This is an optimization exercise on Yosys and OpenROAD, whose aim is a short achievable clock period and few clock cycles per item, not a production implementation.
Only simulation tests tie the RTL to the original design; equivalence was not proved.

==> inputs of v36 <==
// lc4_processor_ss
module lc4_processor_ss #(
    parameter logic [15:0] PC_RESET = 16'h8200
) (
    input  logic        gwe,
    input  logic        i_rst_n,
    output logic [15:0] o_cur_pc,
    input  logic [15:0] i_cur_insn_a,     
    input  logic [15:0] i_cur_insn_b,     
    output logic [15:0] o_dmem_addr,
    output logic        o_dmem_we,
    output logic [15:0] o_dmem_towrite,
    input  logic [15:0] i_dmem_rdata,
    output logic        o_retire_a_valid,
    output logic [15:0] o_retire_a_pc,
    output logic [15:0] o_retire_a_insn,
    output logic        o_retire_a_rd_we,
    output logic [2:0]  o_retire_a_rd,
    output logic [15:0] o_retire_a_wdata,
    output logic        o_retire_a_dmem_we,
    output logic [15:0] o_retire_a_dmem_addr,
    output logic        o_retire_b_valid,
    output logic [15:0] o_retire_b_pc,
    output logic [15:0] o_retire_b_insn,
    output logic        o_retire_b_rd_we,
    output logic [2:0]  o_retire_b_rd,
    output logic [15:0] o_retire_b_wdata,
    output logic        o_retire_b_dmem_we,
    output logic [15:0] o_retire_b_dmem_addr
);
==> flow/config.mk <==
export PLATFORM = sky130hd
export DESIGN_NAME = lc4_processor_ss
export DESIGN_NICKNAME = lc4_processor_ss
export VERILOG_FILES = /design/flow/design.v
export SDC_FILE = /design/flow/constraint.sdc
export NUM_CORES = 4
export LEC_CHECK = 0
export CAP_MARGIN = 20
export CELL_PAD_IN_SITES_DETAIL_PLACEMENT = 1
export CORE_MARGIN = 2
export CORE_UTILIZATION = 50
export PLACE_DENSITY = 0.7
export SETUP_SLACK_MARGIN = 4.3
export SLEW_MARGIN = 20
==> flow/constraint.sdc <==
create_clock -name core_clock -period 6.5 [get_ports {gwe}]
set_input_delay 1.3000 -clock core_clock [delete_from_list [all_inputs] [get_ports {gwe}]]
set_output_delay 1.3000 -clock core_clock [all_outputs]
set_load 0.01 [all_outputs]
run.sh (not shown) runs the stock make flow with config.mk's settings and CLKGATE_MAP_FILE= SYNTH_SCRIPT=/design/flow/synth_recipe.tcl, a recipe that flattens the netlist after the stock synthesis.
==> inputs of v20, as changes to v36 <==
--- a/flow/design.v
+++ b/flow/design.v
@@ -82,20 +82,16 @@
     input  logic [2:0]  i_rd_b,
     input  logic [15:0] i_wdata_b,
     input  logic [2:0]  i_r0,
     input  logic [2:0]  i_r1,
     input  logic [2:0]  i_r2,
     input  logic [2:0]  i_r3,
-    input  logic [2:0]  i_r4,
-    input  logic [2:0]  i_r5,
     output logic [15:0] o_d0,
     output logic [15:0] o_d1,
     output logic [15:0] o_d2,
-    output logic [15:0] o_d3,
-    output logic [15:0] o_d4,
-    output logic [15:0] o_d5
+    output logic [15:0] o_d3
 );
     logic [15:0] regs [8];
     always_ff @(posedge gwe or negedge i_rst_n) begin
         if (!i_rst_n) begin
             for (int i = 0; i < 8; i++) regs[i] <= 16'd0;
         end else begin
@@ -111,14 +107,12 @@
         else                              rd = regs[sel];
     endfunction
     assign o_d0 = rd(i_r0);
     assign o_d1 = rd(i_r1);
     assign o_d2 = rd(i_r2);
     assign o_d3 = rd(i_r3);
-    assign o_d4 = rd(i_r4);
-    assign o_d5 = rd(i_r5);
 endmodule
 module lc4_processor_ss #(
     parameter logic [15:0] PC_RESET = 16'h8200
 ) (
     input  logic        gwe,
     input  logic        i_rst_n,
@@ -190,25 +184,30 @@
     assign da_rs = da_insn[8:6];
     assign da_rt = da_insn[2:0];
     assign da_rd = da_insn[11:9];
     assign db_rs = db_insn[8:6];
     assign db_rt = db_insn[2:0];
     assign db_rd = db_insn[11:9];
+    logic [2:0] da_rp, db_rp;
+    assign da_rp = da_st ? da_rd : da_rt;
+    assign db_rp = db_st ? db_rd : db_rt;
     assign a_mem = da_ld || da_st;
     assign b_mem = db_ld || db_st;
     assign dm_base_r = a_mem ? da_rs : db_rs;
     assign dm_sd_r   = da_st ? da_rd : db_rd;
     assign ma_wd = ma_ld ? i_dmem_rdata : ma_alu;
     assign mb_wd = mb_ld ? i_dmem_rdata : mb_alu;
     lc4_regfile_ss u_regfile (
         .gwe(gwe), .i_rst_n(i_rst_n),
         .i_we_a(ma_valid && ma_rd_we), .i_rd_a(ma_rd), .i_wdata_a(ma_wd),
         .i_we_b(mb_valid && mb_rd_we), .i_rd_b(mb_rd), .i_wdata_b(mb_wd),
-        .i_r0(da_rs), .i_r1(da_rt), .i_r2(db_rs), .i_r3(db_rt), .i_r4(dm_base_r), .i_r5(dm_sd_r),
-        .o_d0(v_a_rs), .o_d1(v_a_rt), .o_d2(v_b_rs), .o_d3(v_b_rt), .o_d4(v_m_base), .o_d5(v_m_sd)
+        .i_r0(da_rs), .i_r1(da_rp), .i_r2(db_rs), .i_r3(db_rp),
+        .o_d0(v_a_rs), .o_d1(v_a_rt), .o_d2(v_b_rs), .o_d3(v_b_rt)
     );
+    assign v_m_base = a_mem ? v_a_rs : v_b_rs;
+    assign v_m_sd   = da_st ? v_a_rt : v_b_rt;
     function automatic logic p_b(input [2:0] r);
         p_b = xb_valid && xb_rd_we && xb_rd == r;
     endfunction
     function automatic logic p_a(input [2:0] r);
         p_a = xa_valid && xa_rd_we && xa_rd == r;
     endfunction
@@ -342,18 +341,18 @@
     lc4_alu u_alu_b (
         .i_ma(ma_alu), .i_mb(mb_alu),
         .i_a(xb_a), .i_a_ma(xb_a_ma), .i_a_mb(xb_a_mb), .i_a_r(xb_a_r),
         .i_b(xb_b), .i_b_ma(xb_b_ma), .i_b_mb(xb_b_mb), .i_b_r(xb_b_r),
         .i_sub(xb_sub), .i_and(xb_and), .o_result(xb_res)
     );
-    lc4_alu u_agu (
-        .i_ma(ma_alu), .i_mb(mb_alu),
-        .i_a(xm_base), .i_a_ma(xm_base_ma), .i_a_mb(xm_base_mb), .i_a_r(xm_base_r),
-        .i_b(xm_imm), .i_b_ma(1'b0), .i_b_mb(1'b0), .i_b_r(1'b1),
-        .i_sub(1'b0), .i_and(1'b0), .o_result(xm_addr)
-    );
+    logic [15:0] ag_ma, ag_mb, ag_r;
+    assign ag_ma   = ma_alu + xm_imm;
+    assign ag_mb   = mb_alu + xm_imm;
+    assign ag_r    = xm_base + xm_imm;
+    assign xm_addr = ({16{xm_base_mb}} & ag_mb) | ({16{xm_base_ma}} & ag_ma) |
+                     ({16{xm_base_r}} & ag_r);
     assign xm_data = xm_sd_mb ? mb_alu : xm_sd_ma ? ma_alu : xm_sd_ld ? i_dmem_rdata : xm_sd;
     always_ff @(posedge gwe or negedge i_rst_n) begin
         if (!i_rst_n) begin
             ma_valid <= 1'b0;
             mb_valid <= 1'b0;
             m_we     <= 1'b0;
==> flow/config.mk (replaced) <==
export PLATFORM = sky130hd
export DESIGN_NAME = lc4_processor_ss
export DESIGN_NICKNAME = lc4_processor_ss
export VERILOG_FILES = /design/flow/design.v
export SDC_FILE = /design/flow/constraint.sdc
export NUM_CORES = 4
export LEC_CHECK = 0
export CAP_MARGIN = 20
export CELL_PAD_IN_SITES_DETAIL_PLACEMENT = 1
export CELL_PAD_IN_SITES_GLOBAL_PLACEMENT = 1
export CORE_MARGIN = 2
export CORE_UTILIZATION = 30
export SETUP_SLACK_MARGIN = 4.3
export SLEW_MARGIN = 20
==> metrics.md <==
| Metric | Value |
|---|---|
| Rows | `124` |
| Outcome | `complete, no violations` |
| Syn Inst Count | `approximately 3800` |
| Syn avg cell area | `between 9 and 10 µm²` |
| Overall global routing resource usage | `29.12%` |
| First-pass GRT wire length | `about 250 mm` |
| Distinct cells, synth | `a little under 80` |
| Cells after DPL | `5318` |
| Initial Util | `a little under a third` |
That was v20.
==> metrics.md <==
| Metric | Value |
|---|---|
| Overall global routing resource usage | `around 82%` |
| Outcome | `stopped before the end` |
| Fail Step | `global routing (5_1_grt)` |
| Distinct cells, synth | `slightly above 90` |
| First-pass GRT wire length | `447.7 mm` |
| Error | `[ERROR GRT-0116] Global routing finished with congestion. Check the congestion regions in the DRC Viewer.` |
That was v36.
Testbench counts of v36, summed over its fixed seeds: cycles 9,701, insns 16,000.
Testbench counts of v20, summed over its fixed seeds: cycles 9,701, insns 16,000.

-- re-timing with driven ports --
In the flow no input, the clock included, has a driving cell. The finished layout below was timed again as built, in two steps. Step 1 (the two cells are an assumption about what drives the block):
set clk [get_ports {gwe}]
set_driving_cell -lib_cell sky130_fd_sc_hd__clkbuf_16 $clk
set_driving_cell -lib_cell sky130_fd_sc_hd__buf_2 [delete_from_list [all_inputs] $clk]
Step 2 also shifts input and output timing later by t, the mid clock arrival at the registers, as if the neighbouring blocks saw the same clock. Slacks: ideal / step 1 / step 2; pairs: ideal / step 1.
run: v20
t, ns: 0.782
setup slack, ns: 3.343 / 3.343 / 3.162
clock arrival spread, ns: 0.054 / 0.053
slew at the worst register clock pin (ns): 0.08 / 0.08
After both steps v20 still meets setup and hold. The setup slack of v20 moves by 0.000 ns with the drivers and by -0.181 ns with both steps.
